Context: an optimization exercise on an open-source flow, tuned for small area, a short achievable clock period and few clock cycles per item. The choices shown serve that exercise and are no tape-out recipe. Only simulation tests tie the RTL to the original design; equivalence was not proved. Power is estimated from default activity; no workload was simulated.

== v32 ==
==> flow/design.v (excerpt) <==
module vt_lru_page_cache #(
    parameter int MAX_SLOTS  = vtlru_pkg::MAX_SLOTS_DEF,
    parameter int COORD_BITS = vtlru_pkg::COORD_BITS_DEF
) (
    input  logic                          aclk,
    input  logic                          aresetn,
    input  logic                          cfg_wr_en,
    input  logic [vtlru_pkg::SIDE_W-1:0]  cfg_wr_data,
    input  logic                          s_valid,
    output logic                          s_ready,
    input  logic                          s_operation,
    input  logic [COORD_BITS-1:0]         s_page_x,
    input  logic [COORD_BITS-1:0]         s_page_y,
    input  logic [vtlru_pkg::MIP_W-1:0]   s_page_mip,
    output logic                          m_valid,
    input  logic                          m_ready,
    output logic                          m_was_resident,
    output logic                          m_loaded,
    output logic [vtlru_pkg::SLOT_W-1:0]  m_slot_col,
    output logic [vtlru_pkg::SLOT_W-1:0]  m_slot_row,
    output logic                          m_evicted,
    output logic [COORD_BITS-1:0]         m_victim_x,
    output logic [COORD_BITS-1:0]         m_victim_y,
    output logic [vtlru_pkg::MIP_W-1:0]   m_victim_mip
);
    localparam int N     = 64;
    localparam int IW    = 6;
    localparam int TW    = 2 * COORD_BITS + vtlru_pkg::MIP_W;
    localparam int SW    = vtlru_pkg::SLOT_W;
    localparam int RW    = 3 + 2 * SW + TW;
    logic [TW-1:0] stk_tag [N];
    logic [IW-1:0] stk_idx [N];
    logic [6:0]    count_q;
    logic [6:0]    count1_q;   
    logic [N-1:0]  vld_q;      
    logic [2:0]    side1_q;    
    logic [6:0]    cap_q;      
    logic [5:0]    wait_q;
    logic          a_valid;
    logic          a_op;
    logic [TW-1:0] a_tag;
    logic          b_valid;
    logic          b_op;
    logic [TW-1:0] b_tag;
    logic [N-1:0]  b_ge;       
    logic          b_hit;      
  ...
Size: about 6200 cells after synthesis, roughly 2000 flip-flops, about 61 I/O pins, about 87000 um2 of cells after synthesis.
==> flow/config.mk <==
export PLATFORM = sky130hd
export DESIGN_NAME = vt_lru_page_cache
export DESIGN_NICKNAME = vt_lru_page_cache
export VERILOG_FILES = /design/flow/design.v
export SDC_FILE = /design/flow/constraint.sdc
export NUM_CORES = 4
export LEC_CHECK = 0
export CAP_MARGIN = 20
export CORE_MARGIN = 2
export CORE_UTILIZATION = 40
export CTS_CLUSTER_DIAMETER = 120
export CTS_CLUSTER_SIZE = 24
export SETUP_SLACK_MARGIN = 5.0
export SLEW_MARGIN = 20
export TNS_END_PERCENT = 20
==> flow/constraint.sdc <==
create_clock -name core_clock -period 8.0 [get_ports {aclk}]
set_input_delay 1.6000 -clock core_clock [delete_from_list [all_inputs] [get_ports {aclk}]]
set_output_delay 1.6000 -clock core_clock [all_outputs]
set_load 0.01 [all_outputs]
run.sh (not shown) runs the stock make flow with config.mk's settings and CLKGATE_MAP_FILE= SYNTH_SCRIPT=/design/flow/synth_recipe.tcl, a recipe that flattens the netlist after the stock synthesis.
Looking at the reports, v32 completed the entire flow and the layout it produced met the timing, DRC and antenna checks.
Testbench counts of v32, summed over its fixed seeds: cycles 12,018, requests 12,000.
diff inputs: v32 => v30
- changing CTS_CLUSTER_DIAMETER from 120 to 100
- changing TNS_END_PERCENT from 20 to 30
- changing CTS_CLUSTER_SIZE from 24 to 20
Notes after the runs:
Relative to v32, combinational power has gone up in v30.
The lower share of cell area taken by multi-input logic gates came out of v30.
Looking at power share of the clock group, v30 sits 1.5 points higher than v32 does.
v30 ended up with a_tag[0]$_DFFE_PP_ as its timing startpoint of the critical path; v32 ended up with a_tag[19]$_DFFE_PP_.
v32 → v30: wire length +about 6%; cell count along the critical path -4; average wire per standard cell +1.5 um.
Reported for v30 and v32, count of input and output buffers turned out identical to the last digit.
v30 -> v32: total standard cell area after synthesis delta 0, exact match
The fraction of area in registers number comes out higher for v32 vs v30.
Relative to v32, the worst hold slack across all endpoints of v30 is lower by 12 ps.
Looking at total CTS buffers, v30 sits 17 higher than v32 does.
v30 reports its slowest cell on the critical path as sky130_fd_sc_hd__or4_4 while v32 reports sky130_fd_sc_hd__edfxtp_1.
Input changes introduced in v38 (baseline for comparison: v30):
- changing TNS_END_PERCENT from 30 to 5
v38 went all the way through synthesis, placement and routing and the layout is clean on timing, DRC and antenna.
Summary — total power draw, v38 relative to v30: lower, by 0.32 mW.
Compared with v30, v38 ends up with a smaller final cell area.
In the route summary, v38 ends up with a via count below that of v30.
Summary of v38 over v30: time the worst path needs with I/O delays and setup grew by 180 ps, maximum resistive drop on vdd grew by 0.019 mV, final worst hold slack grew by 7.2 ps.
Modified inputs, v10 compared to v38
- CORE_UTILIZATION now 60, was 40
- TNS_END_PERCENT now 30, was 5
==> comparison <==
Summary of v10 over v38: number of cells on the worst reg-to-reg path moved up, number of instances on the worst hold path ~0 delta, fmax picked up an extra about 2.5%, final number of hold-violating endpoints about even.

-- re-timing with driven ports --
Ports are ideal in the flow. The routed layouts listed here were re-timed in OpenROAD. Step 1: set_driving_cell puts a clkbuf_16 on aclk and a buf_2 on each other input, an assumption about the parent block. Step 2 also shifts input and output timing later by t, the mid clock arrival at the registers, as if the neighbouring blocks saw the same clock. Three values: ideal ports, drivers, drivers and shift; two values: the first two.
run | t (ns) | slack for setup (ns) | worst setup path after step 2 | worst data-port slew with drivers (ns) | cell pins on the clock port's net
v32 | 0.873 | 4.692 / 4.692 / 4.150 | input to register | 0.07 | 1
v30 | 0.892 | 4.739 / 4.739 / 4.313 | input to register | 0.07 | 1
v38 | 0.881 | 4.558 / 4.558 / 4.010 | input to register | 0.07 | 1
v10 | 0.861 | 4.640 / 4.640 / 4.180 | input to register | 0.08 | 1
After both steps setup and hold are still met in every run listed. The setup slack of v38, which loses most, moves by 0.000 ns with the drivers and by -0.548 ns with both steps.
